Background: an optimization exercise with open tools, aiming at small area, a short achievable clock period and few clock cycles per item. Do not read the settings as production practice.
Only simulation tests tie the RTL to the original design; equivalence was not proved.
Power and IR drop assume default switching activity.

### flow/design.v
package isa_pkg;
  localparam int unsigned XLEN       = 32;
  localparam int unsigned REG_ADDR_W = 5;
  function automatic logic [31:0] add32(input logic [31:0] a, input logic [31:0] b,
                                        input logic cin);
    logic [31:0] p, g, gg, pp, gn, pn;
    p  = a ^ b;
    g  = a & b;
    gg = g;
    gg[0] = g[0] | (p[0] & cin);
    pp = p;
    for (int l = 0; l < 5; l++) begin
      gn = gg;
      pn = pp;
      for (int i = 0; i < 32; i++) begin
        if (((i >> l) & 1) == 1) begin
          gn[i] = gg[i] | (pp[i] & gg[((i >> l) << l) - 1]);
          pn[i] = pp[i] & pp[((i >> l) << l) - 1];
        end
      end
      gg = gn;
      pp = pn;
    end
    add32 = p ^ {gg[30:0], cin};
  endfunction
  function automatic logic [31:0] inc4(input logic [31:0] a);
    inc4 = add32(a, 32'd4, 1'b0);
  endfunction
endpackage
package pipe_pkg;
  localparam int unsigned XLEN       = 32;
  localparam int unsigned REG_ADDR_W = 5;
  localparam int unsigned FREE_W = 4;
  typedef struct packed {
    logic                       req;
    logic [XLEN-1:0]   addr;
  } fetch_req_t;
  typedef struct packed {
    logic                       gnt;
    logic                       rvalid;
    logic [XLEN-1:0]   rdata;
  } fetch_rsp_t;
  typedef struct packed {
    logic [XLEN-1:0]   pc;
    logic [XLEN-1:0]   insn;
  } fetch_entry_t;
  typedef struct packed {
    logic                       valid;
    logic [XLEN-1:0]   target;
  } redirect_t;
  typedef struct packed {
    logic                           valid;
    logic [XLEN-1:0]       pc;
    logic [XLEN-1:0]       insn;
    logic [REG_ADDR_W-1:0] rd;
    logic [XLEN-1:0]       rd_wdata;
    logic                           illegal;
  } retire_t;
endpackage
`timescale 1ns/1ps
module fetch_unit #(
  parameter int unsigned MaxOut = 6
) (
  input  logic        clk,
  input  logic        rst_ni,
  output logic        req_o,
  output logic [31:0] addr_o,
  input  logic        gnt_i,
  input  logic        rvalid_i,
  input  logic [31:0] rdata_i,
  output logic        ir_valid_o,
  output logic [31:0] ir_o,
  input  logic [31:0] pc_i,
  input  logic        redirect_i,
  input  logic [31:0] target_i
);
  logic        req_q;
  logic [31:0] addr_q;
  logic        use_pc_q;        
  logic        stale_q;         
  logic [2:0]  out_q;           
  logic [2:0]  disc_q;          
  logic        ir_valid_q;
  logic [31:0] ir_q;
  logic        granted;
  logic        pend;
  logic [2:0]  out_d;
  logic        accept;
  logic        jal_in;
  logic        can_issue;
  assign req_o  = req_q;
  assign addr_o = addr_q;
  assign granted   = req_q & gnt_i;
  assign pend      = req_q & ~gnt_i;
  assign out_d     = out_q + {2'b0, granted} - {2'b0, rvalid_i};
  assign can_issue = (out_d < 3'(MaxOut));
  assign accept = rvalid_i && (disc_q == '0);
  assign jal_in = accept && (rdata_i[6:0] == 7'b1101111);
  always_ff @(posedge clk or negedge rst_ni) begin
    if (!rst_ni) begin
      req_q      <= 1'b0;
      use_pc_q   <= 1'b1;
      stale_q    <= 1'b0;
      out_q      <= '0;
      disc_q     <= '0;
      ir_valid_q <= 1'b0;
    end else begin
      out_q      <= out_d;
      ir_valid_q <= accept;
      if (jal_in) begin
        disc_q <= out_d;
      end else begin
        disc_q <= disc_q - {2'b0, rvalid_i && disc_q != '0} + {2'b0, granted && stale_q};
      end
      if (pend) begin
        if (jal_in) stale_q <= 1'b1;
        if (redirect_i) use_pc_q <= 1'b1;
      end else if (can_issue && !jal_in) begin
        req_q    <= 1'b1;
        stale_q  <= 1'b0;
        use_pc_q <= 1'b0;
      end else begin
        req_q   <= 1'b0;
        stale_q <= 1'b0;
        if (redirect_i) use_pc_q <= 1'b1;
      end
    end
  end
  always_ff @(posedge clk) begin
    if (!pend && can_issue && !jal_in) begin
      addr_q <= redirect_i ? target_i : (use_pc_q ? pc_i : isa_pkg::inc4(addr_q));
    end
    if (accept) begin
      ir_q <= rdata_i;
    end
  end
  assign ir_valid_o = ir_valid_q;
  assign ir_o       = ir_q;
endmodule
`timescale 1ns/1ps
module exec_decoder (
  input  logic [31:0] insn_i,
  output logic        is_jal_o,    
  output logic        use_imm_o,   
  output logic        is_lui_o,    
  output logic        is_sub_o,
  output logic [1:0]  logic_op_o,  
  output logic        rd_we_o,     
  output logic        illegal_o
);
  logic [6:0] opcode;
  logic [2:0] funct3;
  logic [6:0] funct7;
  logic       f3_ok;
  logic       op_imm, op_reg, lui, jal;
  assign opcode = insn_i[6:0];
  assign funct3 = insn_i[14:12];
  assign funct7 = insn_i[31:25];
  assign f3_ok  = (funct3 == 3'b000) || (funct3[2] && (funct3[1] || !funct3[0]));
  assign op_imm = (opcode == 7'b0010011);
  assign op_reg = (opcode == 7'b0110011);
  assign lui    = (opcode == 7'b0110111);
  assign jal    = (opcode == 7'b1101111);
  always_comb begin
    illegal_o = 1'b1;
    if (op_imm && f3_ok) illegal_o = 1'b0;
    if (op_reg && f3_ok && funct7 == 7'b0000000) illegal_o = 1'b0;
    if (op_reg && funct3 == 3'b000 && funct7 == 7'b0100000) illegal_o = 1'b0;
    if (lui || jal) illegal_o = 1'b0;
  end
  assign is_jal_o   = jal;
  assign use_imm_o  = !op_reg;
  assign is_lui_o   = lui;
  assign is_sub_o   = op_reg && funct7[5];
  assign logic_op_o = (funct3 == 3'b100) ? 2'b01 :
                      (funct3 == 3'b110) ? 2'b10 :
                      (funct3 == 3'b111) ? 2'b11 : 2'b00;
  assign rd_we_o    = !illegal_o;
endmodule
`timescale 1ns/1ps
module exec_stage #(
  parameter logic [31:0] BootAddr = 32'h0000_0080
) (
  input  logic        clk,
  input  logic        rst_ni,
  input  logic        valid_i,
  input  logic [31:0] insn_i,
  output logic [31:0] pc_o,
  output logic        redirect_o,
  output logic [31:0] target_o,
  output logic        retire_valid_o,
  output logic [31:0] retire_pc_o,
  output logic [31:0] retire_insn_o,
  output logic [4:0]  retire_rd_o,
  output logic [31:0] retire_wdata_o,
  output logic        retire_illegal_o
);
  logic        is_jal, use_imm, is_lui, is_sub, rd_we, illegal;
  logic [1:0]  logic_op;
  logic [4:0]  rs1, rs2, rd;
  logic [31:0] imm_i, imm_u, imm_j;
  logic [31:0] pc_q;         
  logic [31:0] pc_inc;
  logic [31:0] target;
  logic [31:0] rf_q [32];
  logic [31:0] written_q;    
  logic [31:0] rf_a, rf_b, rd_a, rd_b, a, b, sum, res;
  logic        we;
  logic        wb_we;
  logic        x_valid_q;
  logic [31:0] x_a_q, x_b_q;
  logic        x_fa_q, x_fb_q;    
  logic        x_sub_q;
  logic [1:0]  x_lop_q;
  logic        x_pass_q;          
  logic        x_we_q;
  logic [4:0]  x_rd_q;
  logic        x_ill_q;
  logic [31:0] x_pc_q;
  logic [31:0] x_insn_q;
  logic        retire_valid_q;
  logic [31:0] retire_pc_q;
  logic [31:0] retire_insn_q;
  logic [4:0]  retire_rd_q;
  logic [31:0] retire_wdata_q;
  logic        retire_illegal_q;
  exec_decoder u_dec (
    .insn_i     ( insn_i   ),
    .is_jal_o   ( is_jal   ),
    .use_imm_o  ( use_imm  ),
    .is_lui_o   ( is_lui   ),
    .is_sub_o   ( is_sub   ),
    .logic_op_o ( logic_op ),
    .rd_we_o    ( rd_we    ),
    .illegal_o  ( illegal  )
  );
  assign rs1   = insn_i[19:15];
  assign rs2   = insn_i[24:20];
  assign rd    = insn_i[11:7];
  assign imm_i = {{20{insn_i[31]}}, insn_i[31:20]};
  assign imm_u = {insn_i[31:12], 12'b0};
  assign imm_j = {{12{insn_i[31]}}, insn_i[19:12], insn_i[20], insn_i[30:21], 1'b0};
  assign pc_inc = isa_pkg::inc4(pc_q);
  assign target = isa_pkg::add32(pc_q, imm_j, 1'b0);
  always_ff @(posedge clk or negedge rst_ni) begin
    if (!rst_ni) begin
      pc_q <= BootAddr;
    end else if (valid_i) begin
      pc_q <= is_jal ? target : pc_inc;
    end
  end
  assign pc_o       = pc_q;
  assign redirect_o = valid_i && is_jal;
  assign target_o   = target;
  assign wb_we = retire_valid_q && (retire_rd_q != 5'd0);
  assign rf_a  = written_q[rs1] ? rf_q[rs1] : 32'd0;
  assign rf_b  = written_q[rs2] ? rf_q[rs2] : 32'd0;
  assign rd_a  = (wb_we && retire_rd_q == rs1) ? retire_wdata_q : rf_a;
  assign rd_b  = (wb_we && retire_rd_q == rs2) ? retire_wdata_q : rf_b;
  assign we = rd_we && (rd != 5'd0);
  always_ff @(posedge clk or negedge rst_ni) begin
    if (!rst_ni) begin
      x_valid_q <= 1'b0;
    end else begin
      x_valid_q <= valid_i;
    end
  end
  always_ff @(posedge clk) begin
    if (valid_i) begin
      x_a_q     <= rd_a;
      x_b_q     <= !use_imm ? rd_b : (is_jal ? pc_inc : (is_lui ? imm_u : imm_i));
      x_fa_q    <= x_valid_q && x_we_q && (x_rd_q == rs1);
      x_fb_q    <= x_valid_q && x_we_q && (x_rd_q == rs2) && !use_imm;
      x_sub_q   <= is_sub;
      x_lop_q   <= (is_lui || is_jal) ? 2'b00 : logic_op;
      x_pass_q  <= is_lui || is_jal;
      x_we_q    <= we;
      x_rd_q    <= rd;
      x_ill_q   <= illegal;
      x_pc_q    <= pc_q;
      x_insn_q  <= insn_i;
    end
  end
  assign a   = x_fa_q ? retire_wdata_q : x_a_q;
  assign b   = x_fb_q ? retire_wdata_q : x_b_q;
  assign sum = isa_pkg::add32(a, x_sub_q ? ~b : b, x_sub_q);
  always_comb begin
    case (x_lop_q)
      2'b01:   res = a ^ b;
      2'b10:   res = a | b;
      2'b11:   res = a & b;
      default: res = sum;
    endcase
    if (x_pass_q) res = b;
  end
  assign rf_q[0] = 32'd0;
  for (genvar i = 1; i < 32; i++) begin : g_rf
    always_ff @(posedge clk) begin
      if (wb_we && retire_rd_q == 5'(i)) rf_q[i] <= retire_wdata_q;
    end
  end
  always_ff @(posedge clk or negedge rst_ni) begin
    if (!rst_ni) begin
      written_q <= '0;
    end else if (wb_we) begin
      written_q[retire_rd_q] <= 1'b1;
    end
  end
  always_ff @(posedge clk or negedge rst_ni) begin
    if (!rst_ni) begin
      retire_valid_q <= 1'b0;
    end else begin
      retire_valid_q <= x_valid_q;
    end
  end
  always_ff @(posedge clk) begin
    if (x_valid_q) begin
      retire_pc_q      <= x_pc_q;
      retire_insn_q    <= x_insn_q;
      retire_rd_q      <= x_we_q ? x_rd_q : 5'd0;
      retire_wdata_q   <= x_we_q ? res : 32'd0;
      retire_illegal_q <= x_ill_q;
    end
  end
  assign retire_valid_o   = retire_valid_q;
  assign retire_pc_o      = retire_pc_q;
  assign retire_insn_o    = retire_insn_q;
  assign retire_rd_o      = retire_rd_q;
  assign retire_wdata_o   = retire_wdata_q;
  assign retire_illegal_o = retire_illegal_q;
endmodule
`timescale 1ns/1ps
module mini_core #(
  parameter logic [31:0] BootAddr = 32'h0000_0080
) (
  input  logic        clk,
  input  logic        rst_ni,
  output logic        instr_req_o,
  output logic [31:0] instr_addr_o,
  input  logic        instr_gnt_i,
  input  logic        instr_rvalid_i,
  input  logic [31:0] instr_rdata_i,
  output logic        retire_valid_o,
  output logic [31:0] retire_pc_o,
  output logic [31:0] retire_insn_o,
  output logic [4:0]  retire_rd_o,
  output logic [31:0] retire_wdata_o,
  output logic        retire_illegal_o
);
  logic        ir_valid;
  logic [31:0] ir;
  logic [31:0] pc;
  logic        redirect;
  logic [31:0] target;
  fetch_unit u_fetch (
    .clk        ( clk            ),
    .rst_ni     ( rst_ni         ),
    .req_o      ( instr_req_o    ),
    .addr_o     ( instr_addr_o   ),
    .gnt_i      ( instr_gnt_i    ),
    .rvalid_i   ( instr_rvalid_i ),
    .rdata_i    ( instr_rdata_i  ),
    .ir_valid_o ( ir_valid       ),
    .ir_o       ( ir             ),
    .pc_i       ( pc             ),
    .redirect_i ( redirect       ),
    .target_i   ( target         )
  );
  exec_stage #(
    .BootAddr ( BootAddr )
  ) u_exec (
    .clk              ( clk              ),
    .rst_ni           ( rst_ni           ),
    .valid_i          ( ir_valid         ),
    .insn_i           ( ir               ),
    .pc_o             ( pc               ),
    .redirect_o       ( redirect         ),
    .target_o         ( target           ),
    .retire_valid_o   ( retire_valid_o   ),
    .retire_pc_o      ( retire_pc_o      ),
    .retire_insn_o    ( retire_insn_o    ),
    .retire_rd_o      ( retire_rd_o      ),
    .retire_wdata_o   ( retire_wdata_o   ),
    .retire_illegal_o ( retire_illegal_o )
  );
endmodule
`timescale 1ns/1ps
module mini_core_top (
  input  logic        clk,
  input  logic        rst_ni,
  output logic        instr_req_o,
  output logic [31:0] instr_addr_o,
  input  logic        instr_gnt_i,
  input  logic        instr_rvalid_i,
  input  logic [31:0] instr_rdata_i,
  output logic        retire_valid_o,
  output logic [31:0] retire_pc_o,
  output logic [31:0] retire_insn_o,
  output logic [4:0]  retire_rd_o,
  output logic [31:0] retire_wdata_o,
  output logic        retire_illegal_o
);
  mini_core #(
    .BootAddr ( 32'h0000_0080 )
  ) u_core (
    .clk              ( clk              ),
    .rst_ni           ( rst_ni           ),
    .instr_req_o      ( instr_req_o      ),
    .instr_addr_o     ( instr_addr_o     ),
    .instr_gnt_i      ( instr_gnt_i      ),
    .instr_rvalid_i   ( instr_rvalid_i   ),
    .instr_rdata_i    ( instr_rdata_i    ),
    .retire_valid_o   ( retire_valid_o   ),
    .retire_pc_o      ( retire_pc_o      ),
    .retire_insn_o    ( retire_insn_o    ),
    .retire_rd_o      ( retire_rd_o      ),
    .retire_wdata_o   ( retire_wdata_o   ),
    .retire_illegal_o ( retire_illegal_o )
  );
endmodule
### flow/run.sh
#!/bin/bash
# synth_recipe.tcl (not shown) runs the flow's synth.tcl, then flattens the netlist and writes it again
# the make line also repeats each setting of config.mk as NAME=value (left out here)
make -C /OpenROAD-flow-scripts/flow DESIGN_CONFIG=/design/flow/config.mk WORK_HOME=/design/flow/orfs CLKGATE_MAP_FILE= SYNTH_SCRIPT=/design/flow/synth_recipe.tcl finish
### flow/config.mk
export PLATFORM = sky130hd
export DESIGN_NAME = mini_core_top
export DESIGN_NICKNAME = mini_core_top
export VERILOG_FILES = /design/flow/design.v
export SDC_FILE = /design/flow/constraint.sdc
export NUM_CORES = 4
export LEC_CHECK = 0
export ABC_CLOCK_PERIOD_IN_PS = 3000
export CAP_MARGIN = 20
export CORE_MARGIN = 2
export CORE_UTILIZATION = 45
export PLACE_DENSITY = 0.6
export SETUP_SLACK_MARGIN = 5
export SLEW_MARGIN = 20
### flow/constraint.sdc
create_clock -name core_clock -period 10.0 [get_ports {clk}]
set_input_delay 2.0000 -clock core_clock [delete_from_list [all_inputs] [get_ports {clk}]]
set_output_delay 2.0000 -clock core_clock [all_outputs]
set_load 0.01 [all_outputs]
==> results of run 1 <==
-- worst paths after layout --
path | end | cells past startpoint | slack [ps] | start
worst max register to register | u_core.u_exec.retire_wdata_q[17] | 18 | 5250 | u_core.u_exec.x_fb_q
min in group asynchronous | u_core.u_fetch.disc_q[0] | 1 | 1150 | rst_ni
worst max-delay path | u_core.u_exec.retire_wdata_q[17] | 18 | 5250 | u_core.u_exec.x_fb_q
worst min-delay path | u_core.u_exec.retire_insn_q[13] | 0 | 410 | u_core.u_exec.x_insn_q[13]
worst min register to register | u_core.u_exec.retire_insn_q[13] | 0 | 410 | u_core.u_exec.x_insn_q[13]
max in group asynchronous | u_core.u_exec.x_valid_q | 2 | 7800 | rst_ni
-- layer usage --
metal / vias up / global-route usage / part of all wire / wire length, µm
li1: 18970 / - / - / -
met4: 14 / 0.2505 / 0.088 / 24050
met1: 24360 / 0.4931 / 0.35 / 95910
met2: 5355 / 0.5100 / 0.39 / 108300
met3: 1437 / 0.1528 / 0.17 / 45740
met5: - / 0 / 0.00061 / 166
-- cells in the final DEF (no fill, tap or decap), drive strengths merged, types with 25 or more instances in the layout --
cell	netlist	layout
clkbuf	179	183
a221oi	324	324
xnor2	103	103
a22oi	332	332
o21ai	143	143
xor2	55	55
clkdlybuf4s50	0	168
edfxtp	1291	1291
dfrtp	73	73
nand4	113	113
inv	108	117
a22o	293	293
nor2	219	219
nand3	141	141
ha	141	141
a21oi	123	123
clkinv	1	59
buf	132	197
a211oi	36	36
mux2i	77	77
nand2	204	204
a21o	25	25
a222oi	64	64
nor3	66	66
-- critical path: cells and delay by family, from the launching register on --
| family | cells | cell delay [ps] |
|---|---|---|
| multiplexers | 1 | 470 |
| flip-flops | 1 | 320 |
| XOR/XNOR | 1 | 160 |
| buffers and inverters | 1 | 540 |
| adder cells (fa/ha/maj) | 2 | 950 |
| AO/OA/AOI/OAI | 5 | 760 |
| AND/OR/NAND/NOR | 8 | 1220 |
-- logic make-up after synthesis --
family	after synthesis	share of synthesized area
adder cells (fa/ha/maj)	152	0.03174
XOR/XNOR	159	0.02249
buffers and inverters	420	0.02772
flip-flops	1366	0.6501
multiplexers	104	0.02115
AO/OA/AOI/OAI	1446	0.1793
AND/OR/NAND/NOR	865	0.06744
other	1	0.00005998
-- sequential cells by signal (all words and copies together) (netlist names), 31 cells and up --
| name | count |
|---|---|
| u_core.u_exec.written_q | 32 |
| u_core.u_exec.x_a_q | 32 |
| u_core.u_exec.retire_wdata_q | 32 |
| u_core.u_exec.x_b_q | 32 |
| u_core.u_exec.rf_q | 992 |
| u_core.u_fetch.addr_q | 31 |
| u_core.u_fetch.ir_q | 32 |
| u_core.u_exec.pc_q | 31 |
| u_core.u_exec.retire_insn_q | 32 |
| u_core.u_exec.x_pc_q | 31 |
| u_core.u_exec.x_insn_q | 32 |
| u_core.u_exec.retire_pc_q | 31 |
-- repair_timing --
| item | in CTS | in global routing |
|---|---|---|
| endpoints found under the setup margin | 0 | 2 |
| gates resized for setup | 0 | 1 |
| hold endpoints to repair | 0 | 0 |
-- power groups by stage --
stage | registers (mW) | clock network [mW] | logic, mW
after floorplan | 7.24 | 0 | 1.53
after global placement | 7.23 | 0 | 2.78
after detailed placement | 7.23 | 0 | 2.82
after CTS | 7.12 | 5.80 | 2.84
after global routing | 7.14 | 6.01 | 3.12
final | 7.11 | 5.79 | 2.96
-- stage by stage --
| stage | hold WS, ps | instances |
|---|---|---|
| floorplan | 400.3 | 4514 |
| global placement | 401.1 | 6351 |
| detailed placement | 404.5 | 6356 |
| CTS | 415.1 | 6634 |
| global route | 421.1 | 6643 |
| finish | 410.5 | 6659 |
-- layout make-up --
cell class,count,share of cell area
Sequential cell,1366,0.5600
Multi-Input combinational cell,2728,0.2879
Clock buffer,181,0.05401
Timing Repair Buffer,367,0.04445
Tap cell,1794,0.03092
Clock inverter,97,0.01651
Inverter,109,0.005636
Antenna cell,17,0.0005860
==> flow_summary_export.csv, run 1 <==
group,metric,value,unit
power,pwr-share-seq,0.448,
floorplanning,core,137700,µm²
timing,drv_slew,0,
place,place_congestion,0.9487,
power,p_leak,24.66,nW
logic_synthesis,async_flop_share,0.05490,
logic_synthesis,yosysTopAreaCell,"edfxtp_1",
logic_synthesis,yosysMostFrequentCell,"edfxtp_1",
cts,cts.sinks,1366,
grt,grt_max_degree,157,
final_layout,fin_area,72600,µm²
route,vias,50140,
logic_synthesis,avgSynthCellArea,13.85,µm²
timing,timing.slew.headroom,0.07342,
grt,grt_antenna_before_repair,16,
logic_synthesis,yosysWarnings,4,
floorplanning,std_cell_rows,136,
logic_synthesis,synth.distinct_cells,83,
final_layout,final_util,0.5273,
route,ant_nets,0,
final_layout,seqCellArea,40650,µm²
worst_setup_path,crit_required,10510,ps
worst_setup_path,path_class,"reg -> reg",
timing,period_share,0.4746,
floorplanning,die_area,141900,µm²
timing,tightest_slew,1379,ps
route,wl_per_cell,41.17,µm
timing,finalSetupViolCount,0,
worst_setup_path,critPathMaxStageDelay,540,ps
route,drt-initial-drc-count,12110,
floorplanning,die_y,376.8,µm
floorplanning,top_level_ports,172,
worst_setup_path,crit_fanout,32,
final_layout,area_growth,16.11,%
timing,final.min_clock_period,4746,ps
status,status,"complete, no violations",
route,drt_wl_total,274100,µm
timing,fin_skew,45.98,ps
min_path,hp-class,"reg -> reg",
place,io_buffers,169,
worst_setup_path,endpoint_kind,"flop",
final_layout,drive_above_1_share,0.1246,
cts,path_clk_slew,60,ps
route,viasPerCell,7.530,
cts,clk_latency,830,ps
power,power_density,218.4,nW/µm²
logic_synthesis,synthTopCellsByArea,"edfxtp_1 62%, a221oi_1 4.5%, a22o_1 4.1%, a22oi_1 4.0%, dfrtp_1 2.9%",
worst_setup_path,start_kind,"flop",
place,dp_slack,5001,ps
place,placed_area,67320,µm²
floorplanning,initial_core_util,0.4542,
power,p_sw_frac,0.2951,
worst_setup_path,timing.critical_path.mode_cell,"nor2_1",
route,drc_errors,0,
timing,hold_viol,0,
final_layout,fin_nets,4910,
grt,grt_pass1_vias,46510,
power,vdd_drop_max,0.1840,mV
final_layout,fill_cells,11390,
logic_synthesis,ys.flop_type,"edfxtp_1",
floorplanning,die_width,376.8,µm
grt,gr-total-overflow,0,
logic_synthesis,seq_area_frac_synth,0.6501,
power,p_total,15.86,mW
timing,fmax,210.7,MHz
timing,rsz0062_at_grt,"false",
worst_setup_path,cp.arrival,5250,ps
power,internal-power,11.18,mW
cts,postCtsSetupBuffers,0,
logic_synthesis,synth_common_cells,"1291 x edfxtp_1, 332 x a22oi_1, 323 x a221oi_1",
cts,cts_buffer_depth,3,
place,hpwl,149400,µm
logic_synthesis,synth_area,62520,µm²
cts,cts_tree,"yes",
power,clkPwrFrac,0.365,
logic_synthesis,synth_edf_count,1291,
flow_run,maxCapViolations,0,
cts,htreeDepth,4,
grt,grt_use_total,0.3764,
route,firstDrtPassIters,14,
power,switchingPower,4.679,mW
worst_setup_path,path_cells,"buf_4 > mux2_2 > nor2_1 > a21oi_1 > fa_1 > a21oi_1 > and4b_1 > nor3_2 > nor2_1 > nand2_1 > nand2_1 > fa_1 > xnor2_1 > nor2_1 > a21oi_1 > nor2_1 > a211oi_1 > a211oi_1",
worst_setup_path,critPathSlowestCell,"buf_4",
cts,cts_root_buf,"clkbuf_16",
cts,hold_buffers,0,
logic_synthesis,ys_ff_latch,1366,
final_layout,multi_input_area,20900,µm²
grt,grt_pass1_wl,370000,µm
cts,cts_buffers,150,
power,power_frac_comb,0.186,
timing,setup_tns,0,ps
logic_synthesis,synth_cells,4513,
timing,layout_setup_ws,5254,ps
logic_synthesis,synth_top_area_share,0.6200,
Testbench counts, summed over its fixed seeds: cycles 58,354, instrs 16,000.
==> run 2: changes to the inputs <==
--- a/flow/design.v
+++ b/flow/design.v
@@ -78,6 +78,7 @@
   logic [31:0] addr_q;
   logic        use_pc_q;        
   logic        stale_q;         
+  logic        fresh_q;         
   logic [2:0]  out_q;           
   logic [2:0]  disc_q;          
   logic        ir_valid_q;
@@ -101,6 +102,7 @@
       req_q      <= 1'b0;
       use_pc_q   <= 1'b1;
       stale_q    <= 1'b0;
+      fresh_q    <= 1'b0;
       out_q      <= '0;
       disc_q     <= '0;
       ir_valid_q <= 1'b0;
@@ -119,20 +121,22 @@
         req_q    <= 1'b1;
         stale_q  <= 1'b0;
         use_pc_q <= 1'b0;
+        fresh_q  <= 1'b0;
       end else begin
         req_q   <= 1'b0;
         stale_q <= 1'b0;
+        fresh_q <= 1'b1;
         if (redirect_i) use_pc_q <= 1'b1;
       end
     end
   end
   always_ff @(posedge clk) begin
-    if (!pend && can_issue && !jal_in) begin
-      addr_q <= redirect_i ? target_i : (use_pc_q ? pc_i : isa_pkg::inc4(addr_q));
-    end
-    if (accept) begin
-      ir_q <= rdata_i;
+    if (!pend) begin
+      addr_q <= redirect_i ? target_i :
+                use_pc_q   ? pc_i     :
+                fresh_q    ? addr_q   : isa_pkg::inc4(addr_q);
     end
+    ir_q <= rdata_i;
   end
   assign ir_valid_o = ir_valid_q;
   assign ir_o       = ir_q;
@@ -203,15 +207,19 @@
   logic [31:0] pc_inc;
   logic [31:0] target;
   logic [31:0] rf_q [32];
-  logic [31:0] written_q;    
+  logic [31:1] written_q;    
+  logic [31:0] written;      
   logic [31:0] rf_a, rf_b, rd_a, rd_b, a, b, sum, res;
   logic        we;
   logic        wb_we;
   logic        x_valid_q;
   logic [31:0] x_a_q, x_b_q;
   logic        x_fa_q, x_fb_q;    
-  logic        x_sub_q;
-  logic [1:0]  x_lop_q;
+  logic        x_sub_q;           
+  logic        x_sum_q;           
+  logic        x_xor_q;
+  logic        x_or_q;
+  logic        x_and_q;
   logic        x_pass_q;          
   logic        x_we_q;
   logic [4:0]  x_rd_q;
@@ -253,8 +261,9 @@
   assign redirect_o = valid_i && is_jal;
   assign target_o   = target;
   assign wb_we = retire_valid_q && (retire_rd_q != 5'd0);
-  assign rf_a  = written_q[rs1] ? rf_q[rs1] : 32'd0;
-  assign rf_b  = written_q[rs2] ? rf_q[rs2] : 32'd0;
+  assign written = {written_q, 1'b0};
+  assign rf_a  = written[rs1] ? rf_q[rs1] : 32'd0;
+  assign rf_b  = written[rs2] ? rf_q[rs2] : 32'd0;
   assign rd_a  = (wb_we && retire_rd_q == rs1) ? retire_wdata_q : rf_a;
   assign rd_b  = (wb_we && retire_rd_q == rs2) ? retire_wdata_q : rf_b;
   assign we = rd_we && (rd != 5'd0);
@@ -266,33 +275,30 @@
     end
   end
   always_ff @(posedge clk) begin
-    if (valid_i) begin
-      x_a_q     <= rd_a;
-      x_b_q     <= !use_imm ? rd_b : (is_jal ? pc_inc : (is_lui ? imm_u : imm_i));
-      x_fa_q    <= x_valid_q && x_we_q && (x_rd_q == rs1);
-      x_fb_q    <= x_valid_q && x_we_q && (x_rd_q == rs2) && !use_imm;
-      x_sub_q   <= is_sub;
-      x_lop_q   <= (is_lui || is_jal) ? 2'b00 : logic_op;
-      x_pass_q  <= is_lui || is_jal;
-      x_we_q    <= we;
-      x_rd_q    <= rd;
-      x_ill_q   <= illegal;
-      x_pc_q    <= pc_q;
-      x_insn_q  <= insn_i;
-    end
+    x_a_q     <= rd_a;
+    x_b_q     <= !use_imm ? (is_sub ? ~rd_b : rd_b) : (is_jal ? pc_inc : (is_lui ? imm_u : imm_i));
+    x_fa_q    <= x_valid_q && x_we_q && (x_rd_q == rs1);
+    x_fb_q    <= x_valid_q && x_we_q && (x_rd_q == rs2) && !use_imm;
+    x_sub_q   <= is_sub;
+    x_sum_q   <= we && !is_lui && !is_jal && logic_op == 2'b00;
+    x_xor_q   <= we && !is_lui && !is_jal && logic_op == 2'b01;
+    x_or_q    <= we && !is_lui && !is_jal && logic_op == 2'b10;
+    x_and_q   <= we && !is_lui && !is_jal && logic_op == 2'b11;
+    x_pass_q  <= we && (is_lui || is_jal);
+    x_we_q    <= we;
+    x_rd_q    <= rd;
+    x_ill_q   <= illegal;
+    x_pc_q    <= pc_q;
+    x_insn_q  <= insn_i;
   end
   assign a   = x_fa_q ? retire_wdata_q : x_a_q;
-  assign b   = x_fb_q ? retire_wdata_q : x_b_q;
-  assign sum = isa_pkg::add32(a, x_sub_q ? ~b : b, x_sub_q);
-  always_comb begin
-    case (x_lop_q)
-      2'b01:   res = a ^ b;
-      2'b10:   res = a | b;
-      2'b11:   res = a & b;
-      default: res = sum;
-    endcase
-    if (x_pass_q) res = b;
-  end
+  assign b   = x_fb_q ? (x_sub_q ? ~retire_wdata_q : retire_wdata_q) : x_b_q;
+  assign sum = isa_pkg::add32(a, b, x_sub_q);
+  assign res = ({32{x_sum_q}}  & sum)   |
+               ({32{x_xor_q}}  & (a ^ b)) |
+               ({32{x_or_q}}   & (a | b)) |
+               ({32{x_and_q}}  & (a & b)) |
+               ({32{x_pass_q}} & b);
   assign rf_q[0] = 32'd0;
   for (genvar i = 1; i < 32; i++) begin : g_rf
     always_ff @(posedge clk) begin
@@ -314,13 +320,11 @@
     end
   end
   always_ff @(posedge clk) begin
-    if (x_valid_q) begin
-      retire_pc_q      <= x_pc_q;
-      retire_insn_q    <= x_insn_q;
-      retire_rd_q      <= x_we_q ? x_rd_q : 5'd0;
-      retire_wdata_q   <= x_we_q ? res : 32'd0;
-      retire_illegal_q <= x_ill_q;
-    end
+    retire_pc_q      <= x_pc_q;
+    retire_insn_q    <= x_insn_q;
+    retire_rd_q      <= x_we_q ? x_rd_q : 5'd0;
+    retire_wdata_q   <= res;
+    retire_illegal_q <= x_ill_q;
   end
   assign retire_valid_o   = retire_valid_q;
   assign retire_pc_o      = retire_pc_q;
==> flow/flow/run.sh (new file) <==
#!/bin/bash
set -o pipefail
bash standard.sh ADDER_MAP_FILE= SETUP_SLACK_MARGIN=6.3 finish > flow_make.log 2>&1
==> flow/standard.sh (new file) <==
#!/bin/bash
# synth_recipe.tcl (not shown) runs the flow's synth.tcl, then flattens the netlist and writes it again
# the make line also repeats each setting of config.mk as NAME=value (left out here)
make -C /OpenROAD-flow-scripts/flow DESIGN_CONFIG=/design/flow/config.mk WORK_HOME=/design/flow/orfs CLKGATE_MAP_FILE= SYNTH_SCRIPT=/design/flow/synth_recipe.tcl "${@:-finish}"
--- a/flow/config.mk
+++ b/flow/config.mk
@@ -5,10 +5,10 @@
 export SDC_FILE = /design/flow/constraint.sdc
 export NUM_CORES = 4
 export LEC_CHECK = 0
-export ABC_CLOCK_PERIOD_IN_PS = 3000
 export CAP_MARGIN = 20
 export CORE_MARGIN = 2
 export CORE_UTILIZATION = 45
+export CTS_CLUSTER_DIAMETER = 70
+export CTS_CLUSTER_SIZE = 25
 export PLACE_DENSITY = 0.6
-export SETUP_SLACK_MARGIN = 5
 export SLEW_MARGIN = 20
removed: flow/run.sh
==> run 2 against run 1 <==
Still clean on timing, DRC and antenna. Clock skew up 18 ps. Via count up 0.89%. Non-clock buffer count up 58. Cell count up 0.60%. Largest cell class unchanged. Highest routed layer unchanged.
==> flow_summary_export.csv, run 2 <==
group,metric,value,unit
worst_setup_path,path_buf_inv,2,
cts,hold_buffers,0,
timing,fmax,262.6,MHz
cts,cts.sinks,1368,
timing,rsz0062_at_grt,"true",
route,drt_wl_total,273700,µm
grt,grt_pass1_wl,368700,µm
worst_setup_path,crit_family,"simple AND/OR/NAND/NOR gates",
power,power_density,176.4,nW/µm²
cts,cts_buffer_depth,3,
final_layout,regMostFlops,"u_core.u_exec.rf_q",
cts,cts_root_buf,"clkbuf_16",
worst_setup_path,timing.critical_path.mode_cell,"buf_4",
power,vdd_drop_max,0.1456,mV
logic_synthesis,synth_cells,4683,
cts,clk_latency,790,ps
cts,path_clk_slew,90,ps
grt,grt_pass1_vias,46360,
route,drc_errors,0,
logic_synthesis,synth_edf_count,1023,
logic_synthesis,yosysWarnings,4,
timing,setup_tns,0,ps
worst_setup_path,endpoint,"u_core.u_exec.x_b_q[11]",
logic_synthesis,yosysTopAreaCell,"edfxtp_1",
worst_setup_path,endpoint_kind,"flop",
grt,grt_use_total,0.3878,
grt,gr-total-overflow,0,
timing,hold_viol,0,
place,placed_area,64470,µm²
logic_synthesis,ys_ff_latch,1368,
timing,timing.slew.headroom,0.1842,
worst_setup_path,r2r_start,"u_core.u_fetch.ir_q[21]",
worst_setup_path,cp.arrival,4440,ps
timing,drv_slew,0,
flow_run,maxCapViolations,0,
logic_synthesis,synth.distinct_cells,116,
worst_setup_path,cp.depth,11,
worst_setup_path,path_cells,"buf_4 > or3b_2 > nor2_4 > buf_4 > a22o_1 > a221oi_1 > nand3_1 > nor3_2 > o21ai_0 > xnor2_1 > a21oi_1",
logic_synthesis,yosysMostFrequentCell,"edfxtp_1",
worst_setup_path,setup.worst_path.start,"u_core.u_fetch.ir_q[21]",
route,drt-initial-drc-count,12450,
worst_setup_path,reg2reg_depth,11,
timing,period_share,0.3808,
final_layout,drive_above_1_share,0.1556,
floorplanning,die_width,369.1,µm
logic_synthesis,synth_common_cells,"1023 x edfxtp_1, 361 x a22oi_1, 282 x nor2_1",
timing,finalSetupViolCount,0,
logic_synthesis,avgSynthCellArea,12.81,µm²
logic_synthesis,seq_area_frac_synth,0.6336,
route,ant_nets,0,
worst_setup_path,r2r-end,"u_core.u_exec.x_b_q[11]",
floorplanning,std_cell_rows,133,
place,hpwl,146000,µm
final_layout,area_growth,16.40,%
grt,grt_max_degree,87,
worst_setup_path,crit_fanout,27,
grt,grt_antenna_before_repair,13,
final_layout,fin_area,69810,µm²
logic_synthesis,synthTopCellsByArea,"edfxtp_1 51%, dfxtp_1 9.0%, a22oi_1 4.5%, a22o_1 3.8%, a221oi_1 3.7%",
place,io_buffers,169,
logic_synthesis,synth_top_area_share,0.5122,
timing,fin_skew,64.31,ps
final_layout,final_cell_mix,"1023 x edfxtp_1, 361 x a22oi_1, 259 x a22o_1, 254 x a221oi_1, 251 x nand2_1",
floorplanning,core,132000,µm²
worst_setup_path,critPathSlowestCell,"buf_4",
worst_setup_path,start_kind,"flop",
route,firstDrtPassIters,14,
cts,cts_buffers,98,
final_layout,largest_reg_flops,992,
status,status,"complete, no violations",
cts,cts_tree,"yes",
floorplanning,top_level_ports,172,
logic_synthesis,ys.flop_type,"edfxtp_1",
min_path,hp-class,"reg -> reg",
floorplanning,initial_core_util,0.4545,
route,viasPerCell,7.551,
logic_synthesis,synth_area,59980,µm²
final_layout,fin_nets,4892,
floorplanning,die_y,369.1,µm
floorplanning,die_area,136200,µm²
worst_setup_path,path_class,"reg -> reg",
worst_setup_path,critPathMaxStageDelay,640,ps
worst_setup_path,crit_required,10630,ps
power,p_leak,23.66,nW
timing,tightest_slew,1224,ps
route,vias,50590,
final_layout,mostFrequentLayoutCell,"edfxtp_1",
worst_setup_path,r2r_slack,6190,ps
logic_synthesis,async_flop_share,0.05482,
timing,final.min_clock_period,3808,ps
place,place_congestion,0.9563,
route,wl_per_cell,40.85,µm
cts,htreeDepth,3,
==> run 2: changes by cell type in the layout (fill, tap and decap cells not counted), moves of 48 or more <==
cell	before	now
clkbuf_16	151	103
nand2_1	203	251
inv_1	108	36
edfxtp_1	1291	1023
nor2_1	124	194
dlygate4sd2_1	0	64
a221oi_1	323	254
ha_1	141	0
dfxtp_1	0	239
clkdlybuf4s50_1	168	98
xnor2_1	103	174
==> run 2: final cells by class <==
type | count | area (µm²)
diodes | 7 | 17.52
inverters | 41 | 157.7
repair buffers | 425 | 4369
flip-flops and latches | 1368 | 38100
well taps | 1755 | 2196
multi-input cells | 2922 | 21290
clock inverters | 78 | 1185
fillers | 11000 | 62150
clock buffers | 103 | 2492
==> run 2: kinds of logic after synthesis <==
| logic type | count (synthesis) | share of synthesized area |
|---|---|---|
| DFF | 1368 | 0.6336 |
| adders and majority gates | 15 | 0.002754 |
| and+or+nand+nor | 1094 | 0.08945 |
| AOI/OAI and AO/OA | 1504 | 0.1938 |
| other | 1 | 0.00006252 |
| xor gates and xnor gates | 234 | 0.03442 |
| buffers and inverters | 394 | 0.02808 |
| muxes | 73 | 0.01782 |
==> run 2: where the power goes <==
group          internal [mW]  switching [mW]
Clock                   2.11            2.49
Combinational          0.519           0.801
Sequential              6.24           0.158
==> run 2: how the worst min path moves through the flow <==
| stage | from | to | slack, ps | cells past startpoint |
|---|---|---|---|---|
| 2_1_floorplan | u_core.u_exec.x_ill_q | u_core.u_exec.retire_illegal_q | 310 | 0 |
| 3_3_place_gp | u_core.u_exec.x_pc_q[13] | u_core.u_exec.retire_pc_q[13] | 310 | 0 |
| 3_5_place_dp | u_core.u_exec.x_insn_q[1] | u_core.u_exec.retire_insn_q[1] | 310 | 0 |
| 4_1_cts | u_core.u_exec.x_insn_q[20] | u_core.u_exec.retire_insn_q[20] | 310 | 0 |
| 5_1_grt | u_core.u_exec.x_insn_q[20] | u_core.u_exec.retire_insn_q[20] | 330 | 0 |
| 6_report | u_core.u_exec.x_insn_q[20] | u_core.u_exec.retire_insn_q[20] | 320 | 0 |
==> run 2: metal layers <==
metal	GRT usage	wire length, µm	share of wire	vias to the layer above
met5	0.008903	178	0.00065	-
met4	0.2269	21310	0.078	16
met3	0.1832	49590	0.18	1613
met2	0.5405	109100	0.40	5594
met1	0.4885	93520	0.34	24180
li1	-	-	-	19190
==> run 2: timing repair <==
item / CTS / global route
hold endpoints to repair: 0 / 0
gates resized for setup: 221 / 55
pin swaps: 1 / 9
setup buffers: 31 / 24
endpoints found under the setup margin: 132 / 74
cloned: 13 / 4
==> run 2: stage by stage <==
stage / power, mW / hold slack, ps / worst slack (ps) / util / cells
5_1_grt: 12.60 / 325.6 / 6250 / 0.5289 / 6692
3_3_place_gp: 7.696 / 309.5 / 5741 / 0.4886 / 6437
2_1_floorplan: 7.170 / 309.6 / 6333 / - / 4684
3_5_place_dp: 7.708 / 312.1 / 5716 / 0.4886 / 6437
4_1_cts: 12.22 / 314.8 / 6173 / 0.5248 / 6662
6_report: 12.32 / 315.0 / 6192 / 0.5290 / 6699
Testbench counts of run 2, summed over its fixed seeds: cycles 58,354, instrs 16,000.
==> run 3: changes to the inputs <==
--- a/flow/design.v
+++ b/flow/design.v
@@ -68,8 +68,8 @@
   input  logic        gnt_i,
   input  logic        rvalid_i,
   input  logic [31:0] rdata_i,
-  output logic        ir_valid_o,
-  output logic [31:0] ir_o,
+  output logic        valid_o,
+  output logic [31:0] insn_o,
   input  logic [31:0] pc_i,
   input  logic        redirect_i,
   input  logic [31:0] target_i
@@ -81,13 +81,10 @@
   logic        fresh_q;         
   logic [2:0]  out_q;           
   logic [2:0]  disc_q;          
-  logic        ir_valid_q;
-  logic [31:0] ir_q;
   logic        granted;
   logic        pend;
   logic [2:0]  out_d;
   logic        accept;
-  logic        jal_in;
   logic        can_issue;
   assign req_o  = req_q;
   assign addr_o = addr_q;
@@ -96,7 +93,6 @@
   assign out_d     = out_q + {2'b0, granted} - {2'b0, rvalid_i};
   assign can_issue = (out_d < 3'(MaxOut));
   assign accept = rvalid_i && (disc_q == '0);
-  assign jal_in = accept && (rdata_i[6:0] == 7'b1101111);
   always_ff @(posedge clk or negedge rst_ni) begin
     if (!rst_ni) begin
       req_q      <= 1'b0;
@@ -105,19 +101,19 @@
       fresh_q    <= 1'b0;
       out_q      <= '0;
       disc_q     <= '0;
-      ir_valid_q <= 1'b0;
     end else begin
       out_q      <= out_d;
-      ir_valid_q <= accept;
-      if (jal_in) begin
+      if (redirect_i) begin
         disc_q <= out_d;
       end else begin
         disc_q <= disc_q - {2'b0, rvalid_i && disc_q != '0} + {2'b0, granted && stale_q};
       end
       if (pend) begin
-        if (jal_in) stale_q <= 1'b1;
-        if (redirect_i) use_pc_q <= 1'b1;
-      end else if (can_issue && !jal_in) begin
+        if (redirect_i) begin
+          stale_q  <= 1'b1;
+          use_pc_q <= 1'b1;
+        end
+      end else if (can_issue) begin
         req_q    <= 1'b1;
         stale_q  <= 1'b0;
         use_pc_q <= 1'b0;
@@ -136,10 +132,9 @@
                 use_pc_q   ? pc_i     :
                 fresh_q    ? addr_q   : isa_pkg::inc4(addr_q);
     end
-    ir_q <= rdata_i;
   end
-  assign ir_valid_o = ir_valid_q;
-  assign ir_o       = ir_q;
+  assign valid_o = accept;
+  assign insn_o  = rdata_i;
 endmodule
 `timescale 1ns/1ps
 module exec_decoder (
@@ -351,8 +346,8 @@
   output logic [31:0] retire_wdata_o,
   output logic        retire_illegal_o
 );
-  logic        ir_valid;
-  logic [31:0] ir;
+  logic        valid;
+  logic [31:0] insn;
   logic [31:0] pc;
   logic        redirect;
   logic [31:0] target;
@@ -364,8 +359,8 @@
     .gnt_i      ( instr_gnt_i    ),
     .rvalid_i   ( instr_rvalid_i ),
     .rdata_i    ( instr_rdata_i  ),
-    .ir_valid_o ( ir_valid       ),
-    .ir_o       ( ir             ),
+    .valid_o    ( valid          ),
+    .insn_o     ( insn           ),
     .pc_i       ( pc             ),
     .redirect_i ( redirect       ),
     .target_i   ( target         )
@@ -375,8 +370,8 @@
   ) u_exec (
     .clk              ( clk              ),
     .rst_ni           ( rst_ni           ),
-    .valid_i          ( ir_valid         ),
-    .insn_i           ( ir               ),
+    .valid_i          ( valid            ),
+    .insn_i           ( insn             ),
     .pc_o             ( pc               ),
     .redirect_o       ( redirect         ),
     .target_o         ( target           ),
==> flow/flow/run.sh (replaced) <==
#!/bin/bash
set -o pipefail
bash standard.sh ADDER_MAP_FILE= SETUP_SLACK_MARGIN=6.0 finish > flow_make.log 2>&1
==> run 3 against run 2 <==
Cell count up 0.43%. Fmax fell by 9.9%. Utilization up 2.5 points. Critical path type is now in -> reg. Critical endpoint is now u_core.u_fetch.addr_q[19].
==> flow_summary_export.csv, run 3 <==
group,metric,value,unit
status,status,"complete, no violations",
floorplanning,top_level_ports,172,
worst_setup_path,start_kind,"input port",
cts,cts_root_buf,"clkbuf_16",
place,placed_area,63870,µm²
power,p_total,12.24,mW
power,vdd_drop_max,0.1710,mV
logic_synthesis,ys.flop_type,"edfxtp_1",
final_layout,fin_area,71680,µm²
route,drc_errors,0,
logic_synthesis,avgSynthCellArea,12.78,µm²
worst_setup_path,timing.critical_path.mode_cell,"maj3_2",
timing,drv_slew,0,
worst_setup_path,critPathSlowestCell,"maj3_2",
logic_synthesis,synth_top_area_share,0.5238,
final_layout,final_util,0.5535,
logic_synthesis,synthTopCellsByArea,"edfxtp_1 52%, dfxtp_1 8.1%, a22oi_1 4.5%, a221oi_1 4.5%, a22o_1 4.2%",
timing,fin_skew,62.72,ps
route,drt-initial-drc-count,12740,
worst_setup_path,endpoint_kind,"flop",
logic_synthesis,synth_area,58640,µm²
cts,cts_tree,"yes",
worst_setup_path,critPathMaxStageDelay,380,ps
min_path,hp-class,"reg -> reg",
cts,cts_buffers,93,
final_layout,fin_nets,4936,
route,viasPerCell,7.645,
logic_synthesis,yosysMostFrequentCell,"edfxtp_1",
final_layout,fill_cells,10550,
worst_setup_path,crit_fanout,4,
floorplanning,std_cell_rows,132,
final_layout,final_cell_mix,"1023 x edfxtp_1, 348 x a22oi_1, 279 x a22o_1, 260 x a221oi_1, 240 x nand2_1",
grt,grt_antenna_before_repair,10,
worst_setup_path,path_cells,"buf_8 > buf_12 > a31oi_4 > o31ai_4 > nor3_2 > a211oi_2 > maj3_2 > o221ai_2 > nand2_2 > maj3_2 > maj3_2 > xor2_2 > a32o_2 > a21oi_2",
cts,cts_buffer_depth,3,
worst_setup_path,path_class,"in -> reg",
power,pwr-share-seq,0.517,
timing,period_share,0.4229,
logic_synthesis,synth_edf_count,1023,
grt,grt_pass1_vias,46890,
final_layout,area_growth,22.22,%
logic_synthesis,seq_area_frac_synth,0.6367,
flow_run,maxCapViolations,0,
grt,grt_pass1_wl,382500,µm
power,internal-power,8.848,mW
place,hpwl,154000,µm
grt,grt_use_total,0.4179,
place,dp_cells,6348,
logic_synthesis,synth_common_cells,"1023 x edfxtp_1, 355 x a22oi_1, 304 x a221oi_1",
cts,path_clk_slew,80,ps
timing,fmax,236.5,MHz
cts,cts.sinks,1335,
power,p_leak,23.85,nW
timing,hold_viol,0,
logic_synthesis,synth.distinct_cells,93,
logic_synthesis,ys_ff_latch,1335,
cts,clk_latency,780,ps
worst_setup_path,cp.arrival,4740,ps
timing,final.min_clock_period,4229,ps
power,p_sw_frac,0.2770,
floorplanning,core,129500,µm²
logic_synthesis,synth_cells,4589,
grt,gr-total-overflow,0,
timing,timing.slew.headroom,0.2050,
place,io_buffers,169,
final_layout,instances_no_fill,6728,
timing,rsz0062_at_grt,"true",
floorplanning,die_y,365.0,µm
timing,finalSetupViolCount,0,
power,power_density,170.7,nW/µm²
final_layout,drive_above_1_share,0.2099,
power,switchingPower,3.390,mW
cts,htreeDepth,3,
final_layout,mostFrequentLayoutCell,"edfxtp_1",
route,ant_nets,0,
floorplanning,initial_core_util,0.4529,
floorplanning,die_width,365.0,µm
route,drt_wl_total,287400,µm
grt,grt_max_degree,75,
route,wl_per_cell,42.72,µm
floorplanning,die_area,133200,µm²
place,place_congestion,1.005,
final_layout,largest_reg_flops,992,
timing,tightest_slew,1190,ps
logic_synthesis,async_flop_share,0.05543,
logic_synthesis,yosysWarnings,4,
timing,setup_tns,0,ps
worst_setup_path,crit_required,10510,ps
route,firstDrtPassIters,17,
logic_synthesis,yosysTopAreaCell,"edfxtp_1",
power,power_frac_comb,0.121,
route,vias,51440,
final_layout,regMostFlops,"u_core.u_exec.rf_q",
power,clkPwrFrac,0.362,
-- run 3: cell count changes after synthesis, moves of 32 or more --
cell / change
a221oi_1: +48
o21ai_0: +37
clkbuf_1: +45
nor3_1: -32
buf_2: -42
dfxtp_1: -32
-- run 3: timing repair --
item	in CTS	in global routing
pin swaps	92	108
endpoints found under the setup margin	159	129
gates cloned	11	7
hold buffers	0	0
resized for setup	364	223
buffers inserted	136	44
hold endpoints to repair	0	0
-- run 3: routing by layer --
metal,up-vias,part of all wire,global-route usage
li1,19120,-,-
met1,24650,0.33,0.5118
met2,5850,0.39,0.5725
met3,1796,0.19,0.2178
met4,21,0.090,0.2692
met5,-,0.00090,0.01779
-- run 3: cells by family after synthesis --
logic type                 Yosys count  share of synthesized area
buffers and inverters              375                    0.02573
AOI/OAI and AO/OA                 1527                     0.1981
other                                1                 0.00006395
muxes                               70                    0.01630
DFF                               1335                     0.6367
adders and majority gates           23                   0.004032
xor gates and xnor gates           254                    0.03793
and+or+nand+nor                   1004                    0.08118
-- run 3: power groups by stage --
| stage | clock [mW] | combinational [mW] | sequential [mW] |
|---|---|---|---|
| 6_report | 4.43 | 1.48 | 6.33 |
| 5_1_grt | 4.63 | 1.54 | 6.35 |
| 4_1_cts | 4.42 | 1.35 | 6.32 |
| 3_5_place_dp | 0 | 1.21 | 6.44 |
| 3_3_place_gp | 0 | 1.19 | 6.44 |
| 2_1_floorplan | 0 | 0.741 | 6.38 |
-- run 3: cell type report --
type | instances | area (µm²) | share of cell area
flip-flops and latches | 1335 | 37360 | 0.5213
multi-input cells | 2882 | 22260 | 0.3106
repair buffers | 560 | 6241 | 0.08707
clock buffers | 102 | 2425 | 0.03383
well taps | 1742 | 2180 | 0.03041
clock inverters | 71 | 1075 | 0.01500
inverters | 28 | 112.6 | 0.001571
diodes | 8 | 20.02 | 0.0002793
-- run 3: path summary, 6_finish.rpt --
check	from	endpoint	slack, ps	depth (start not counted)
max in group asynchronous	rst_ni	u_core.u_exec.pc_q[2]	8150	1
min	u_core.u_exec.x_insn_q[21]	u_core.u_exec.retire_insn_q[21]	300	0
max reg2reg	u_core.u_exec.x_fa_q	u_core.u_exec.retire_wdata_q[31]	6110	13
min reg2reg	u_core.u_exec.x_insn_q[21]	u_core.u_exec.retire_insn_q[21]	300	0
max	instr_rdata_i[22]	u_core.u_fetch.addr_q[19]	5770	14
min in group asynchronous	rst_ni	u_core.u_exec.pc_q[5]	1300	1
-- run 3: through the flow --
| step | setup slack (ps) | hold slack (ps) |
|---|---|---|
| after floorplan | 5394 | 309.6 |
| after global placement | 3892 | 309.9 |
| after detailed placement | 3974 | 312.1 |
| after CTS | 5854 | 296.8 |
| after global routing | 5728 | 292.2 |
| final | 5771 | 303.4 |
-- run 3: critical path: cells and delay by family --
family / cells / cell delay, ps
buf+inv: 2 / 230
compound gates: 6 / 910
fa+ha+maj: 3 / 1060
xor+xnor: 1 / 190
simple gates: 2 / 330
Testbench counts of run 3, summed over its fixed seeds: cycles 57,480, instrs 16,000.
==> run 4: changes to the inputs <==
--- a/flow/design.v
+++ b/flow/design.v
@@ -26,6 +26,17 @@
   function automatic logic [31:0] inc4(input logic [31:0] a);
     inc4 = add32(a, 32'd4, 1'b0);
   endfunction
+  function automatic logic [31:0] jal_target(input logic [31:0] pc, input logic [31:0] insn);
+    logic [20:0] imm;
+    logic [31:0] lo;
+    logic [10:0] hi, hi_p1, hi_m1;
+    imm   = {insn[31], insn[19:12], insn[20], insn[30:21], 1'b0};
+    lo    = add32({11'b0, pc[20:0]}, {11'b0, imm}, 1'b0);
+    hi    = pc[31:21];
+    hi_p1 = add32({21'b0, hi}, 32'd1, 1'b0);
+    hi_m1 = add32({21'b0, hi}, 32'h7ff, 1'b0);
+    jal_target = {(imm[20] ^ lo[21]) ? (lo[21] ? hi_p1 : hi_m1) : hi, lo[20:0]};
+  endfunction
 endpackage
 package pipe_pkg;
   localparam int unsigned XLEN       = 32;
@@ -202,8 +213,7 @@
   logic [31:0] pc_inc;
   logic [31:0] target;
   logic [31:0] rf_q [32];
-  logic [31:1] written_q;    
-  logic [31:0] written;      
+  logic [31:0] written_q;    
   logic [31:0] rf_a, rf_b, rd_a, rd_b, a, b, sum, res;
   logic        we;
   logic        wb_we;
@@ -244,7 +254,7 @@
   assign imm_u = {insn_i[31:12], 12'b0};
   assign imm_j = {{12{insn_i[31]}}, insn_i[19:12], insn_i[20], insn_i[30:21], 1'b0};
   assign pc_inc = isa_pkg::inc4(pc_q);
-  assign target = isa_pkg::add32(pc_q, imm_j, 1'b0);
+  assign target = isa_pkg::jal_target(pc_q, insn_i);
   always_ff @(posedge clk or negedge rst_ni) begin
     if (!rst_ni) begin
       pc_q <= BootAddr;
@@ -256,9 +266,8 @@
   assign redirect_o = valid_i && is_jal;
   assign target_o   = target;
   assign wb_we = retire_valid_q && (retire_rd_q != 5'd0);
-  assign written = {written_q, 1'b0};
-  assign rf_a  = written[rs1] ? rf_q[rs1] : 32'd0;
-  assign rf_b  = written[rs2] ? rf_q[rs2] : 32'd0;
+  assign rf_a  = written_q[rs1] ? rf_q[rs1] : 32'd0;
+  assign rf_b  = written_q[rs2] ? rf_q[rs2] : 32'd0;
   assign rd_a  = (wb_we && retire_rd_q == rs1) ? retire_wdata_q : rf_a;
   assign rd_b  = (wb_we && retire_rd_q == rs2) ? retire_wdata_q : rf_b;
   assign we = rd_we && (rd != 5'd0);
==> flow/flow/run.sh (replaced) <==
#!/bin/bash
set -o pipefail
bash standard.sh ADDER_MAP_FILE= SETUP_SLACK_MARGIN=6.8 finish > flow_make.log 2>&1
--- a/flow/config.mk
+++ b/flow/config.mk
@@ -12,3 +12,4 @@
 export CTS_CLUSTER_SIZE = 25
 export PLACE_DENSITY = 0.6
 export SLEW_MARGIN = 20
+export TNS_END_PERCENT = 0
==> run 4 against run 3 <==
Global-route usage down 2.2 points. Non-clock buffer count down 116. Largest cell class unchanged. Register-to-register slack worse by 480 ps. Sequential share of layout area up 3.1 points. Highest routed layer unchanged. Synthesized cell count down 0.65%. Worst setup slack worse by 510 ps. Clock skew down 1.3 ps. Flip-flop and latch count unchanged. Cell count down 2.5%. Total power down 5.4%. Design area down 5.7%.
==> flow_summary_export.csv, run 4 <==
group,metric,value,unit
status,status,"complete, no violations",
timing,period_share,0.4742,
logic_synthesis,synth.distinct_cells,94,
grt,grt_pass1_vias,45060,
floorplanning,die_area,132900,µm²
final_layout,seqCellArea,37340,µm²
worst_setup_path,crit_required,10610,ps
floorplanning,die_y,364.6,µm
cts,cts_root_buf,"clkbuf_16",
power,pwr-share-seq,0.546,
worst_setup_path,crit_family,"buffers and inverters",
final_layout,mostFrequentLayoutCell,"edfxtp_1",
final_layout,multi_input_area,20790,µm²
worst_setup_path,r2r-end,"u_core.u_exec.x_b_q[29]",
final_layout,regMostFlops,"u_core.u_exec.rf_q",
power,power_density,171.3,nW/µm²
worst_setup_path,reg2reg_depth,11,
power,switchingPower,3.102,mW
route,drc_errors,0,
timing,drv_slew,0,
route,ant_nets,0,
route,drt-initial-drc-count,12240,
power,power_frac_comb,0.108,
worst_setup_path,endpoint,"u_core.u_exec.x_b_q[19]",
worst_setup_path,cp.arrival,5350,ps
route,wl_per_cell,41.20,µm
timing,fin_hold_ws,317.2,ps
worst_setup_path,endpoint_kind,"flop",
cts,htreeDepth,3,
cts,cts_buffers,85,
route,drt_wl_total,270300,µm
logic_synthesis,synth_common_cells,"1023 x edfxtp_1, 318 x a221oi_1, 312 x a22oi_1",
logic_synthesis,ys.flop_type,"edfxtp_1",
power,p_sw_frac,0.2678,
place,hpwl,149600,µm
power,p_leak,22.18,nW
cts,cts.sinks,1335,
logic_synthesis,synth_edf_count,1023,
timing,timing.slew.headroom,0.1914,
worst_setup_path,critPathSlowestCell,"buf_4",
cts,cts_buffer_depth,3,
power,clkPwrFrac,0.347,
timing,fmax,210.9,MHz
grt,grt_max_degree,70,
logic_synthesis,avgSynthCellArea,12.84,µm²
grt,grt_pass1_wl,363500,µm
logic_synthesis,synth_area,58520,µm²
logic_synthesis,async_flop_share,0.05543,
route,firstDrtPassIters,13,
grt,grt_antenna_before_repair,16,
worst_setup_path,r2r_start,"u_core.u_exec.pc_q[3]",
worst_setup_path,r2r_slack,5630,ps
grt,grt_use_total,0.3958,
cts,cts_tree,"yes",
grt,gr-total-overflow,0,
place,place_congestion,1.010,
logic_synthesis,ys_ff_latch,1335,
worst_setup_path,path_class,"in -> reg",
logic_synthesis,synth_top_area_share,0.5250,
worst_setup_path,setup.worst_path.start,"instr_rdata_i[21]",
timing,fin_skew,61.38,ps
worst_setup_path,crit_fanout,31,
floorplanning,core,129300,µm²
floorplanning,die_width,364.6,µm
cts,path_clk_slew,90,ps
worst_setup_path,cp.depth,13,
final_layout,area_growth,15.53,%
place,io_buffers,169,
final_layout,largest_reg_flops,992,
floorplanning,std_cell_rows,132,
logic_synthesis,synthTopCellsByArea,"edfxtp_1 52%, dfxtp_1 8.1%, a221oi_1 4.8%, a22o_1 4.5%, a22oi_1 4.0%",
cts,clk_latency,740,ps
timing,finalSetupViolCount,0,
logic_synthesis,yosysMostFrequentCell,"edfxtp_1",
flow_run,maxCapViolations,0,
final_layout,fill_cells,10790,
final_layout,final_cell_mix,"1023 x edfxtp_1, 312 x a22oi_1, 305 x a221oi_1, 298 x a22o_1, 235 x dfxtp_1",
logic_synthesis,seq_area_frac_synth,0.6381,
route,vias,49090,
final_layout,final_util,0.5228,
worst_setup_path,path_cells,"buf_6 > buf_12 > buf_4 > or3_1 > nor2_4 > buf_4 > a22oi_1 > nand3_1 > nor3_1 > o21ai_1 > xnor2_1 > nor2_1 > a21oi_1",
power,vdd_drop_max,0.1423,mV
floorplanning,initial_core_util,0.4525,
timing,final.min_clock_period,4742,ps
route,viasPerCell,7.481,
worst_setup_path,path_buf_inv,4,
worst_setup_path,timing.critical_path.mode_cell,"buf_4",
logic_synthesis,yosysWarnings,4,
timing,hold_viol,0,
worst_setup_path,start_kind,"input port",
timing,setup_tns,0,ps
logic_synthesis,yosysTopAreaCell,"edfxtp_1",
power,internal-power,8.481,mW
timing,rsz0062_at_grt,"true",
final_layout,fin_nets,4782,
min_path,hp-class,"reg -> reg",
final_layout,drive_above_1_share,0.1493,
cts,hold_buffers,0,
worst_setup_path,critPathMaxStageDelay,740,ps
floorplanning,top_level_ports,172,
timing,tightest_slew,1210,ps
logic_synthesis,synth_cells,4559,
run 4: layer usage:
layer,track usage,share of wire,vias up
li1,-,-,18640
met1,0.4952,0.34,23480
met2,0.5457,0.40,5352
met3,0.1890,0.18,1587
met4,0.2503,0.085,26
met5,0.01489,0.0016,-
run 4: per-stage QoR:
step	setup slack [ps]	total power, mW	cell area [µm²]	cells
after CTS	5289	11.52	66970	6512
after floorplan	4942	7.033	58530	4560
after global routing	5365	11.87	67600	6558
after detailed placement	3576	7.573	63140	6311
after global placement	3580	7.565	63140	6311
final	5258	11.58	67610	6562
run 4: cell families (layout without fill, tap and decap cells):
family,count (synthesis),count (layout),synth area share
AO/OA/AOI/OAI,1489,1489,0.1951
AND/OR/NAND/NOR,1006,1006,0.08159
adder cells (fa/ha/maj),22,22,0.003849
buffers and inverters,382,637,0.02651
XOR/XNOR,254,254,0.03827
flip-flops,1335,1335,0.6381
other,1,7,0.00006408
multiplexers,70,70,0.01657
run 4: cell type report:
type / count / share of cell area
diodes: 5 / 0.0001851
clock buffers: 103 / 0.03385
clock inverters: 53 / 0.01110
inverters: 37 / 0.002110
multi-input cells: 2843 / 0.3075
flip-flops and latches: 1335 / 0.5523
well taps: 1742 / 0.03224
repair buffers: 444 / 0.06070
run 4: timing repair:
item,in CTS,in global routing
gates resized for setup,108,78
buffers inserted,42,45
gates cloned,3,0
endpoints found under the setup margin,450,478
pin swaps,19,26
run 4: power groups by stage:
| stage | clock network (mW) | logic (mW) | registers (mW) |
|---|---|---|---|
| detailed placement | 0 | 1.14 | 6.44 |
| finish | 4.01 | 1.25 | 6.32 |
| global route | 4.22 | 1.31 | 6.34 |
| global placement | 0 | 1.13 | 6.44 |
| CTS | 4.02 | 1.19 | 6.32 |
| floorplan | 0 | 0.653 | 6.38 |
run 4: how the worst min path moves through the flow:
stage	startpoint	to	slack, ps	depth (start not counted)
final	u_core.u_exec.x_insn_q[16]	u_core.u_exec.retire_insn_q[16]	320	0
after global routing	u_core.u_exec.x_insn_q[24]	u_core.u_exec.retire_insn_q[24]	320	0
after CTS	u_core.u_exec.x_insn_q[24]	u_core.u_exec.retire_insn_q[24]	320	0
after detailed placement	u_core.u_exec.x_insn_q[1]	u_core.u_exec.retire_insn_q[1]	310	0
after global placement	u_core.u_exec.x_insn_q[12]	u_core.u_exec.retire_insn_q[12]	310	0
after floorplan	u_core.u_exec.x_ill_q	u_core.u_exec.retire_illegal_q	310	0
run 4: worst register-to-register path: cells and delay by family, from the launching register on:
kind / cells / cell delay (ps)
simple gates: 8 / 2420
flops: 1 / 710
compound gates: 2 / 860
xor+xnor: 1 / 230
Testbench counts of run 4, summed over its fixed seeds: cycles 57,480, instrs 16,000.

==> afterwards: timing with drivers on the ports <==
How much do the figures lean on ideal ports? The routed layouts below were timed once more, with nothing changed but the port constraints. Step 1 (the two cells are an assumption about what drives the block):
set clk [get_ports {clk}]
set_driving_cell -lib_cell sky130_fd_sc_hd__clkbuf_16 $clk
set_driving_cell -lib_cell sky130_fd_sc_hd__buf_2 [delete_from_list [all_inputs] $clk]
Step 2 adds t to the input delays and takes it off the output delays; t is the mean of the earliest and latest rising clock arrival at the registers after step 1. Input paths then give back, and output paths get back, about the clock's delay inside the block. Three values: ideal, step 1, step 2; two values: the first two.
run | t (ns) | setup slack, ns | worst data-port slew with drivers (ns)
run 1 | 0.877 | 5.254 / 5.237 / 5.024 | 0.06
run 2 | 0.835 | 6.192 / 6.192 / 6.116 | 0.07
run 3 | 0.828 | 5.771 / 5.806 / 4.978 | 0.06
run 4 | 0.787 | 5.258 / 5.302 / 4.515 | 0.06
After both steps every run listed still meets setup and hold. The setup slack of run 3, which loses most, moves by +0.035 ns with the drivers and by -0.793 ns with both steps.
